Background: an optimization exercise with open tools, aiming at small area and a short achievable clock period. Do not read the settings as production practice. Only simulation tests tie the RTL to the original design; equivalence was not proved. No activity file was given, so power comes from the tool's default toggle rates.

==> flow/design.v, too long to show whole: its modules and the start of the top module <==
// module mul32_pipe: 4405 lines
module mul32_pipe (
    input  logic               clk,
    input  logic               rst_n,
    input  logic [31:0]        a,
    input  logic [31:0]        b,
    input  logic               mode,    
    output logic [31:0]        hi,
    output logic [31:0]        lo
);
  // ...
==> flow/run.sh <==
#!/bin/bash
# synth_recipe.tcl (not shown) runs the flow's synth.tcl, then flattens the netlist and writes it again
# the make line also repeats each setting of config.mk as NAME=value (left out here)
make -C /OpenROAD-flow-scripts/flow DESIGN_CONFIG=/design/flow/config.mk WORK_HOME=/design/flow/orfs CLKGATE_MAP_FILE= SYNTH_SCRIPT=/design/flow/synth_recipe.tcl finish
==> flow/config.mk <==
export PLATFORM = sky130hd
export DESIGN_NAME = mul32_pipe
export DESIGN_NICKNAME = mul32_pipe
export VERILOG_FILES = /design/flow/design.v
export SDC_FILE = /design/flow/constraint.sdc
export NUM_CORES = 4
export LEC_CHECK = 0
export ABC_AREA = 1
export CAP_MARGIN = 20
export CORE_MARGIN = 2
export CORE_UTILIZATION = 40
export SLEW_MARGIN = 20
==> flow/constraint.sdc <==
create_clock -name core_clock -period 7.0 [get_ports {clk}]
set_input_delay 1.4000 -clock core_clock [delete_from_list [all_inputs] [get_ports {clk}]]
set_output_delay 1.4000 -clock core_clock [all_outputs]
set_load 0.01 [all_outputs]
==> impl_metrics.csv, run 1 <==
group,metric,value,unit
synthesis,netlist_area,45020,um^2
synthesis,synth-compound-area-share,0.07890,
global_routing,grt_pass1_wl,211000,um
finish,syn_to_final_growth,13.47,%
power,powerClk,5.15,mW
finish,multi_input_area,23580,um^2
finish,multi_input_area_share,0.4616,
route,ant_nets,0,
synthesis,synth_top_family_by_area,"adder cells",
timing,max_freq,278.1,MHz
route,wl_met2,60870,um
clock_tree,cts_root_buf,"clkbuf_16",
floorplan,die_width,339.5,um
min_path,hp-class,"reg2reg",
critical_path,r2r_slack,3.40,ns
clock_tree,cts_buffers,94,
synthesis,synth-main-ff-cell,"dfxtp_1",
route,drc,0,
placed_design,placed_cell_area,47790,um^2
critical_path,path_depth,6,
critical_path,crit_path_start,"neg_q[9]",
timing,hold_violations,0,
status,status,"timing/DRC/antenna clean",
clock_tree,cts_buffer_depth,3,
route,firstDrtPassIters,6,
clock_tree,cts_sinks,875,
critical_path,cp_cell_sequence,"inv_2 -> xor2_1 -> fa_1 -> fa_1 -> inv_1 -> fa_1",
critical_path,worst-setup-path-type,"reg2reg",
critical_path,worst_setup_path_start_kind,"flip-flop",
synthesis,synth_cells,4648,
route,vias,31930,
floorplan,nWellTaps,1500,
finish,diodes,8,
finish,layout_commonest_cell,"dfxtp_1",
finish,final_cells,6287,
route,wl_met3,15040,um
finish,inv_count,774,
synthesis,syn_area_per_cell,9.687,um^2
placed_design,hpwl,98120,um
==> inputs of run 2 (changes only) <==
--- a/flow/config.mk
+++ b/flow/config.mk
@@ -10,3 +10,4 @@
 export CORE_MARGIN = 2
 export CORE_UTILIZATION = 40
+export SETUP_SLACK_MARGIN = 4.0
 export SLEW_MARGIN = 20
==> run 2 against run 1 <==
Core utilization up 0.30 points. Wire length about the same. Maximum frequency up 20%. Register-to-register slack better by 0.60 ns. Sequential power about the same. Hold slack about the same. Clock skew about the same. Largest cell class unchanged.
==> impl_metrics.csv, run 2 <==
group,metric,value,unit
timing,finalClockSkew,0.03498,ns
synthesis,synth_most_common_cell,"dfxtp_1",
min_path,hp-class,"reg2reg",
clock_tree,cts_tree,"yes",
critical_path,slowest_stage,"o21ai_0",
timing,slew_viol_final,0,
critical_path,arrival,3.55,ns
critical_path,cp_cell_sequence,"o21ai_0 -> xor2_1 -> fa_1 -> inv_1 -> fa_1 -> inv_1 -> fa_1",
finish,nets,5358,
global_routing,grtUsageTotal,0.2469,
job,max_cap_viol_count,0,
synthesis,yosysTopAreaCell,"dfxtp_1",
floorplan,rows,123,
power,power.density,511.4,nW/um^2
finish,layout_commonest_cell,"dfxtp_1",
timing,setup_viol,0,
clock_tree,h-tree-depth,3,
power,combinationalPowerShare,0.506,
critical_path,slowest_delay,0.62,ns
finish,top_regs,"r2_l2 (339), p_q (320), r3_cs (127)",
synthesis,synth_nets,5296,
floorplan,initial_utilization,0.4019,
finish,syn_to_final_growth,14.22,%
power,ir_drop,0.0002756,V
finish,largest_reg_flops,339,
power,seq_power_share,0.298,
global_routing,grt.overflow.total,0,
synthesis,synth-main-ff-cell,"dfxtp_1",
global_routing,met3_usage,0.06939,
global_routing,antenna_found_initial,9,
critical_path,worst_setup_path_start_kind,"flip-flop",
power,switching_share,0.4274,
global_routing,grt-busiest-layer,"met2",
clock_tree,cts_buffer_depth,3,
synthesis,synth_common_cells,"dfxtp_1, inv_1, nand2_1",
route,drc,0,
global_routing,grt_max_degree,65,
route,drt_iter0_drc,2975,
power,p_total,26.30,mW
global_routing,met2_usage,0.3673,
critical_path,crit_top_cell,"fa_1",
global_routing,use_met1,0.3250,
clock_tree,cts_root_buf,"clkbuf_16",
finish,final_cell_mix,"dfxtp_1, inv_1, nand2_1, xor2_1, o22ai_1",
timing,grt_setup_unrepaired,"true",
route,vias_per_cell,5.074,
synthesis,async_flop_share,0,
placed_design,numPortBuffers,130,
timing,tns,0,ns
placed_design,place_congestion,0.9202,
synthesis,synth_cells,4648,
route,vias,31960,
synthesis,netlist_area,45020,um^2
route,drt-total-wl,142900,um
clock_tree,hold_buffers,0,
floorplan,die_area,115300,um^2
finish,fin_util,0.4590,
power,p_leak,24.01,nW
synthesis,netlist-cell-type-count,31,
timing,worst_slack,3.999,ns
synthesis,ys_top_cells_by_area,"dfxtp_1, fa_1, xor2_1",
clock_tree,cts_sinks,875,
critical_path,endpoint_kind,"flip-flop",
synthesis,synth_top_area_frac,0.3891,
global_routing,grt_pass1_wl,211300,um
floorplan,die_width,339.5,um
status,status,"timing/DRC/antenna clean",
synthesis,synth-seq-area-share,0.3891,
power,internal_power,15.06,mW
critical_path,required,7.55,ns
power,power.switching,11.24,mW
power,pwr-share-clk,0.196,
timing,relSlewSlack,0.3823,
critical_path,path_max_fanout,3,
timing,max_freq,333.3,MHz
route,ant_nets,0,
clock_tree,insertion_delay,0.71,ns
timing,fin_crit_sh,0.4286,
clock_tree,cts_buffers,94,
finish,drive_gt1_frac,0.07975,
floorplan,core,112000,um^2
synthesis,syn_area_per_cell,9.687,um^2
synthesis,synth_edf_count,0,
placed_design,hpwl,98120,um
timing,fin_crit,3.001,ns
placed_design,place_ws,3.473,ns
floorplan,ioPinCount,131,
synthesis,yosys_warnings,2,
synthesis,ys_seq_elements,875,
floorplan,die_height,339.5,um
critical_path,worst-setup-path-type,"reg2reg",
finish,top_register,"r2_l2",
global_routing,grt_pass1_vias,32350,
finish,n_fill_cell,10770,
route,firstDrtPassIters,6,
timing,tightest_slew,0.9168,ns
clock_tree,clkSlewWorstSetupHoldPaths,0.06,ns
route,wl_per_cell,22.69,um
timing,hold_violations,0,
==> run 2: worst max-delay path: cells and delay by family (launching register included) <==
kind                       cells  cell delay, ns
adders and majority gates      3            1.50
AOI/OAI and AO/OA              1            0.62
DFF                            1            0.34
xor gates and xnor gates       1            0.28
buffers and inverters          2            0.12
==> run 2: cell type report <==
cell class                      instances  area, um^2  share of cell area
Inverter                              774        2962             0.05759
Clock buffer                          136        2801             0.05448
Tap cell                             1500        1877             0.03650
Multi-Input combinational cell       2743       23590              0.4587
Clock inverter                         40       475.5            0.009246
Antenna cell                            8       20.02           0.0003893
Timing Repair Buffer                  222        2180             0.04238
Sequential cell                       875       17520              0.3407
==> run 2: cells by family (layout without fill, tap and decap cells) <==
logic type               count (synthesis)  count (layout)  synth area share
flip-flops                             875             875            0.3891
XOR/XNOR                               578             578            0.1124
multiplexers                            14              14          0.003502
buffers and inverters                 1030            1172           0.08726
other                                    0               8                 0
AND/OR/NAND/NOR                        990             990           0.09068
AO/OA/AOI/OAI                          580             580           0.07890
adder cells (fa/ha/maj)                581             581            0.2382
==> run 2: path summary, 6_finish.rpt <==
kind | from | cells past startpoint | slack, ns | end
min | p_q[5][13] | 0 | 0.32 | p_q[6][13]
max reg2reg | one_q[3] | 7 | 4.00 | r2_l2[209]
min reg2reg | p_q[5][13] | 0 | 0.32 | p_q[6][13]
max | one_q[3] | 7 | 4.00 | r2_l2[209]
==> run 2: per-layer routing <==
metal / vias to the layer above / routed length (um)
met3: 433 / 14960
li1: 14610 / -
met1: 15280 / 58660
met4: 0 / 8241
met2: 1628 / 61030
met5: - / 0
==> run 2: timing repair <==
action	CTS	global route
endpoints found under the setup margin	83	26
gates resized for setup	26	47
endpoints found under the hold margin	0	0
buffers inserted	10	1
pin swaps	0	0
==> run 2: per-stage QoR <==
step,hold slack (ns),instance area (um^2),std cells
2_1_floorplan,0.3096,45020,4648
3_3_place_gp,0.3097,47790,6103
3_5_place_dp,0.3121,47790,6103
4_1_cts,0.3125,51230,6289
5_1_grt,0.3257,51420,6297
6_report,0.3160,51420,6298
==> run 2: power by group through the flow <==
stage | Combinational (mW) | Clock [mW] | Sequential (mW)
global placement | 12.9 | 0 | 7.94
CTS | 13.2 | 5.28 | 7.87
global route | 14.9 | 5.49 | 8.02
detailed placement | 13.1 | 0 | 7.96
floorplan | 8.03 | 0 | 7.71
finish | 13.3 | 5.15 | 7.84
==> inputs of run 3 (changes only) <==
--- a/flow/config.mk
+++ b/flow/config.mk
@@ -10,4 +10,4 @@
 export CORE_MARGIN = 2
 export CORE_UTILIZATION = 40
-export SETUP_SLACK_MARGIN = 4.0
+export SETUP_SLACK_MARGIN = 4.4
 export SLEW_MARGIN = 20
==> run 3 against run 2 <==
Combinational power grew 3%. Area after synthesis is the same. Via count grew 7.2%. Core utilization grew 3.1 points. Register-to-register slack gained 0.16 ns. Wire length grew 12%. Global-route usage grew 1.8 points. Hold slack lost 0.0045 ns. Final cell count grew 2.3%. Critical path type unchanged. Largest power group unchanged.
==> impl_metrics.csv, run 3 <==
group,metric,value,unit
status,status,"timing/DRC/antenna clean",
timing,slew_viol_final,0,
critical_path,r2r_slack,4.16,ns
finish,layout_commonest_cell,"dfxtp_1",
clock_tree,clkSlewWorstSetupHoldPaths,0.06,ns
critical_path,worst-setup-path-type,"reg2reg",
synthesis,synth-main-ff-cell,"dfxtp_1",
floorplan,core,112000,um^2
global_routing,grt_pass1_wl,225100,um
floorplan,die_width,339.5,um
finish,nets,5507,
synthesis,synth_nets,5296,
power,p_leak,25.83,nW
finish,top_register,"r2_l2",
synthesis,synth_edf_count,0,
critical_path,arrival,3.39,ns
floorplan,initial_utilization,0.4019,
synthesis,synth_most_common_cell,"dfxtp_1",
finish,drive_gt1_frac,0.1544,
route,firstDrtPassIters,7,
global_routing,grtUsageTotal,0.2652,
clock_tree,insertion_delay,0.71,ns
power,power.density,489.3,nW/um^2
clock_tree,cts_root_buf,"clkbuf_16",
timing,grt_setup_unrepaired,"true",
placed_design,place_congestion,0.9402,
route,drt_iter0_drc,3946,
finish,largest_reg_flops,339,
critical_path,endpoint_kind,"flip-flop",
global_routing,grt.overflow.total,0,
critical_path,timing.rr.start,"a_q[16]",
route,wl_per_cell,24.91,um
critical_path,ff2ff_path_depth,8,
clock_tree,cts_buffers,94,
finish,final_cell_area,54890,um^2
clock_tree,h-tree-depth,3,
critical_path,worst_setup_path_start_kind,"flip-flop",
synthesis,ys_seq_elements,875,
synthesis,yosysTopAreaCell,"dfxtp_1",
floorplan,die_area,115300,um^2
global_routing,grt_pass1_vias,33970,
synthesis,netlist-cell-type-count,31,
synthesis,ys_top_cells_by_area,"dfxtp_1, fa_1, xor2_1",
synthesis,synth-seq-area-share,0.3891,
synthesis,netlist_area,45020,um^2
synthesis,yosys_warnings,2,
min_path,worstHoldPathCells,0,
route,ant_nets,0,
critical_path,crit_path_start,"a_q[16]",
min_path,worst_hold_path.endpoint,"p_q[6][23]",
clock_tree,hold_buffers,0,
synthesis,synth_top_area_frac,0.3891,
finish,final_cell_mix,"dfxtp_1, inv_1, nand2_1, xor2_1, o22ai_1",
synthesis,async_flop_share,0,
finish,syn_to_final_growth,21.92,%
synthesis,synth_cells,4648,
floorplan,rows,123,
placed_design,numPortBuffers,130,
critical_path,reg2reg_to,"r2_l2[161]",
floorplan,ioPinCount,131,
power,ir_drop,0.0004035,V
clock_tree,cts_tree,"yes",
critical_path,path_max_fanout,10,
timing,hold_violations,0,
min_path,hp-class,"reg2reg",
timing,finalClockSkew,0.05614,ns
synthesis,synth_common_cells,"dfxtp_1, inv_1, nand2_1",
critical_path,required,7.55,ns
timing,tightest_slew,0.9012,ns
placed_design,hpwl,97490,um
floorplan,die_height,339.5,um
clock_tree,cts_sinks,875,
synthesis,syn_area_per_cell,9.687,um^2
route,drt-total-wl,160400,um
min_path,hp-start,"p_q[5][23]",
job,max_cap_viol_count,0,
route,drc,0,
clock_tree,cts_buffer_depth,3,
timing,tns,0,ns
timing,fin_crit,2.837,ns
route,vias,34240,
timing,fin_crit_sh,0.4052,
finish,top_regs,"r2_l2 (339), p_q (320), r3_cs (127)",
placed_design,placed_cell_area,47790,um^2
route,vias_per_cell,5.317,
global_routing,grt_max_degree,65,
timing,setup_viol,0,
timing,relSlewSlack,0.3949,
timing,max_freq,352.5,MHz
global_routing,antenna_found_initial,17,
-- run 3: changes by cell type in the layout (fill, tap and decap cells not counted), moves of 18 or more --
cell / before / now
dfxtp_4: 1 / 21
bufbuf_16: 0 / 31
buf_12: 4 / 59
clkbuf_16: 95 / 113
dfxtp_1: 873 / 832
o22ai_2: 0 / 47
dfxtp_2: 1 / 22
inv_2: 23 / 41
inv_1: 715 / 683
clkdlybuf4s50_1: 127 / 66
buf_6: 34 / 13
o22ai_1: 512 / 453
buf_2: 0 / 64
buf_4: 53 / 110
-- run 3: critical path: stages, from the launching register on --
cell        delay, ns
dfxtp_2          0.35
clkinvlp_4       0.17
buf_12           0.20
o22ai_1          0.20
xor2_1           0.20
fa_1             0.47
fa_2             0.60
inv_1            0.08
fa_1             0.42
-- run 3: final cells by class --
| class | count | area (um^2) |
|---|---|---|
| Clock inverter | 49 | 663.1 |
| Inverter | 774 | 3078 |
| Sequential cell | 875 | 17620 |
| Multi-Input combinational cell | 2743 | 24170 |
| Tap cell | 1500 | 1877 |
| Clock buffer | 124 | 2636 |
| Fill cell | 10250 | 57150 |
| Antenna cell | 4 | 10.01 |
| Timing Repair Buffer | 371 | 4831 |
-- run 3: power breakdown --
part           total [mW]  internal, mW  switching [mW]
Clock                5.26          3.11            2.15
Combinational        13.7          5.10            8.59
Sequential           7.91          7.12           0.791
Total                26.9          15.3            11.5
-- run 3: metal layers --
metal / track usage / up-vias / wire (um)
met5: 0 / - / 320
met4: 0.1730 / 16 / 13240
met3: 0.1120 / 777 / 23280
met2: 0.3818 / 2473 / 65010
met1: 0.3244 / 16090 / 58560
li1: - / 14890 / -
-- run 3: per-stage QoR --
stage                     utilization  setup WS (ns)  power [mW]  cells  hold WS, ns
after detailed placement       0.4265          3.542       20.92   6102       0.3121
after global placement         0.4265          3.564       20.67   6102       0.3112
after floorplan                     -          4.392       15.74   4648       0.3096
after global routing           0.4898          4.156       28.84   6436       0.3175
final                          0.4899          4.163       26.86   6440       0.3115
after CTS                      0.4783          4.230       26.48   6386       0.3059
-- run 3: worst max-delay path by stage --
stage / endpoint / slack [ns] / cells past startpoint
after floorplan: r2_l2[173] / 4.39 / 6
after global placement: r2_l2[179] / 3.56 / 8
after detailed placement: r2_l2[179] / 3.54 / 8
after CTS: r2_l2[161] / 4.23 / 8
after global routing: r2_l2[149] / 4.16 / 10
final: r2_l2[161] / 4.16 / 8
-- run 3: repair_timing --
action,CTS,global route
buffers inserted,73,32
endpoints found under the setup margin,218,84
pin swaps,26,35
gates resized for setup,559,170
gates cloned,38,18
-- run 3: kinds of logic after synthesis --
kind of cell | share of synthesized area
adder cells (fa/ha/maj) | 0.2382
buffers and inverters | 0.08726
multiplexers | 0.003502
XOR/XNOR | 0.1124
flip-flops | 0.3891
AO/OA/AOI/OAI | 0.07890
AND/OR/NAND/NOR | 0.09068
==> inputs of run 4 (changes only) <==
--- a/flow/config.mk
+++ b/flow/config.mk
@@ -10,4 +10,4 @@
 export CORE_MARGIN = 2
 export CORE_UTILIZATION = 40
-export SETUP_SLACK_MARGIN = 4.4
+export SETUP_SLACK_MARGIN = 4.7
 export SLEW_MARGIN = 20
==> run 4 against run 3 <==
Area after synthesis unchanged. Final cell count up 1.5%. Wire length up 7.7%. Synthesized cell count unchanged. Critical endpoint is now r2_l2[215]. Highest routed layer unchanged.
==> impl_metrics.csv, run 4 <==
group,metric,value,unit
synthesis,synth_most_common_cell,"dfxtp_1",
global_routing,grt-busiest-layer,"met2",
critical_path,timing.rr.start,"two_q[8]",
synthesis,synth_common_cells,"dfxtp_1, inv_1, nand2_1",
synthesis,synth_nets,5296,
floorplan,initial_utilization,0.4019,
timing,finalClockSkew,0.03870,ns
min_path,worst_hold_path.endpoint,"r3_cs[0]",
critical_path,slowest_delay,0.45,ns
route,ant_nets,0,
timing,tns,0,ns
synthesis,synth-main-ff-cell,"dfxtp_1",
timing,max_freq,350.1,MHz
timing,fin_crit,2.857,ns
route,vias_per_cell,5.510,
global_routing,met3_usage,0.1354,
critical_path,slowest_stage,"fa_2",
min_path,worstHoldPathCells,0,
power,p_leak,26.73,nW
synthesis,synth_edf_count,0,
timing,slew_viol_final,0,
global_routing,met2_usage,0.4137,
floorplan,rows,123,
clock_tree,cts_buffer_depth,3,
critical_path,r2r_slack,4.14,ns
route,drt-total-wl,172800,um
timing,tightest_slew,0.8369,ns
placed_design,hpwl,96560,um
critical_path,path_buf_inv,6,
critical_path,path_depth,11,
route,drc,0,
placed_design,numPortBuffers,130,
floorplan,core,112000,um^2
finish,layout_commonest_cell,"dfxtp_1",
finish,drive_gt1_frac,0.2371,
critical_path,cp_cell_sequence,"inv_4 -> buf_12 -> buf_12 -> buf_4 -> o22ai_1 -> xor2_1 -> ha_1 -> inv_1 -> fa_2 -> inv_1 -> fa_2",
power,p_total,28.01,mW
global_routing,grtUsageTotal,0.2882,
synthesis,netlist-cell-type-count,31,
critical_path,ff2ff_path_depth,11,
synthesis,yosysTopAreaCell,"dfxtp_1",
global_routing,grt_max_degree,65,
clock_tree,cts_tree,"yes",
critical_path,endpoint_kind,"flip-flop",
synthesis,yosys_warnings,2,
clock_tree,cts_sinks,875,
clock_tree,clkSlewWorstSetupHoldPaths,0.06,ns
synthesis,synth_top_area_frac,0.3891,
synthesis,syn_area_per_cell,9.687,um^2
finish,largest_reg_flops,339,
placed_design,place_ws,3.822,ns
job,max_cap_viol_count,0,
synthesis,ys_seq_elements,875,
global_routing,use_met1,0.3426,
floorplan,ioPinCount,131,
global_routing,antenna_found_initial,16,
timing,hold_violations,0,
timing,relSlewSlack,0.4380,
floorplan,die_width,339.5,um
timing,setup_viol,0,
clock_tree,cts_buffers,94,
floorplan,die_area,115300,um^2
global_routing,grt.overflow.total,0,
critical_path,critPathTopFamily,"adder cells",
floorplan,die_height,339.5,um
power,ir_drop,0.0004602,V
critical_path,required,7.59,ns
route,drt_iter0_drc,5181,
finish,top_register,"r2_l2",
min_path,hp-class,"reg2reg",
global_routing,grt_pass1_vias,35770,
clock_tree,insertion_delay,0.72,ns
route,wl_per_cell,26.44,um
synthesis,synth_cells,4648,
clock_tree,cts_root_buf,"clkbuf_16",
synthesis,async_flop_share,0,
route,firstDrtPassIters,11,
timing,fin_crit_sh,0.4081,
power,power.density,479.8,nW/um^2
finish,top_regs,"r2_l2 (339), p_q (320), r3_cs (127)",
critical_path,arrival,3.45,ns
finish,nets,5597,
critical_path,reg2reg_to,"r2_l2[215]",
critical_path,worst_setup_path_start_kind,"flip-flop",
min_path,hp-start,"r2_l2[0]",
finish,syn_to_final_growth,29.65,%
status,status,"timing/DRC/antenna clean",
clock_tree,hold_buffers,0,
route,vias,36000,
critical_path,worst-setup-path-type,"reg2reg",
critical_path,path_max_fanout,5,
synthesis,ys_top_cells_by_area,"dfxtp_1, fa_1, xor2_1",
timing,grt_setup_unrepaired,"true",
synthesis,synth-seq-area-share,0.3891,
placed_design,place_congestion,0.9449,
timing,worst_slack,4.143,ns
clock_tree,h-tree-depth,3,
finish,final_cell_mix,"dfxtp_1, nand2_1, inv_1, xor2_1, fa_1",
global_routing,grt_pass1_wl,241600,um
synthesis,netlist_area,45020,um^2
## run 4: power breakdown
part / leakage, nW / internal, mW / switching, mW
Clock: 1.68 / 3.27 / 2.21
Sequential: 7.38 / 7.11 / 0.783
Combinational: 17.7 / 5.47 / 9.16
Total: 26.7 / 15.9 / 12.2
## run 4: area by class of cell
| cell class | instances | area (um^2) |
|---|---|---|
| Clock inverter | 46 | 788.3 |
| Multi-Input combinational cell | 2743 | 25870 |
| Clock buffer | 128 | 2670 |
| Tap cell | 1500 | 1877 |
| Timing Repair inverter | 19 | 181.4 |
| Fill cell | 9797 | 53660 |
| Antenna cell | 7 | 17.52 |
| Inverter | 774 | 3472 |
| Timing Repair Buffer | 442 | 5757 |
| Sequential cell | 875 | 17740 |
## run 4: cells by family (layout without fill, tap and decap cells)
group | Yosys count | after routing | synth area share
compound gates | 580 | 580 | 0.07890
flops | 875 | 875 | 0.3891
mux | 14 | 14 | 0.003502
buf+inv | 1030 | 1409 | 0.08726
simple gates | 990 | 990 | 0.09068
xor+xnor | 578 | 578 | 0.1124
fa+ha+maj | 581 | 581 | 0.2382
other cells | 0 | 7 | 0
## run 4: how the worst max path moves through the flow
stage             start         end  slack (ns)
6_report       two_q[8]  r2_l2[215]        4.14
5_1_grt        two_q[8]  r2_l2[215]        4.15
4_1_cts         a_q[30]  r2_l2[179]        4.34
3_5_place_dp   neg_q[3]  r2_l2[185]        3.82
3_3_place_gp   one_q[0]  r2_l2[137]        3.69
2_1_floorplan   a_q[26]  r2_l2[167]        4.55
## run 4: what timing repair did
item	CTS	global route
setup endpoints to repair	255	243
resized for setup	863	345
buffers inserted	142	57
pin swaps	100	107
cloned	62	11
## run 4: stage by stage
step | instance area [um^2] | util | hold WS (ns) | instances
final | 58370 | 0.5210 | 0.3152 | 6534
after global routing | 58360 | 0.5209 | 0.3129 | 6528
after floorplan | 46860 | - | 0.3096 | 4648
after CTS | 56320 | 0.5027 | 0.2964 | 6459
after global placement | 48260 | 0.4308 | 0.3108 | 6081
after detailed placement | 48260 | 0.4308 | 0.3121 | 6081
## run 4: layer usage
metal	vias up	wire length [um]
met1	16910	61390
met2	2971	68380
met4	14	16440
met5	-	298
li1	15030	-
met3	1073	26260

-- afterwards: timing with drivers on the ports --
The flow's constraints put no driver on any port. The routed layouts listed below were extracted and timed again, unchanged, in two steps. Step 1 sets driving cells, clkbuf_16 on the clock port and buf_2 on the other inputs (assumed; they add their load-dependent delay and slew). Step 2 times the ports against the registers' clock, not the clock port: input delays grow and output delays shrink by t, the midpoint of the rising clock arrivals with the driver on. a / b / c = ideal / step 1 / step 2; a / b = the first two.
run | shift t [ns] | setup slack, ns | worst register clock-pin slew, ns | cell pins on the clock port's net
run 1 | 0.743 | 3.404 / 3.404 / 3.404 | 0.06 / 0.06 | 1
run 2 | 0.746 | 3.999 / 3.999 / 3.999 | 0.06 / 0.06 | 1
run 3 | 0.750 | 4.163 / 4.163 / 4.082 | 0.07 / 0.07 | 1
run 4 | 0.777 | 4.143 / 4.143 / 4.143 | 0.08 / 0.08 | 1
After both steps setup and hold are still met in every run listed. The setup slack of run 3, which loses most, moves by 0.000 ns with the drivers and by -0.081 ns with both steps.
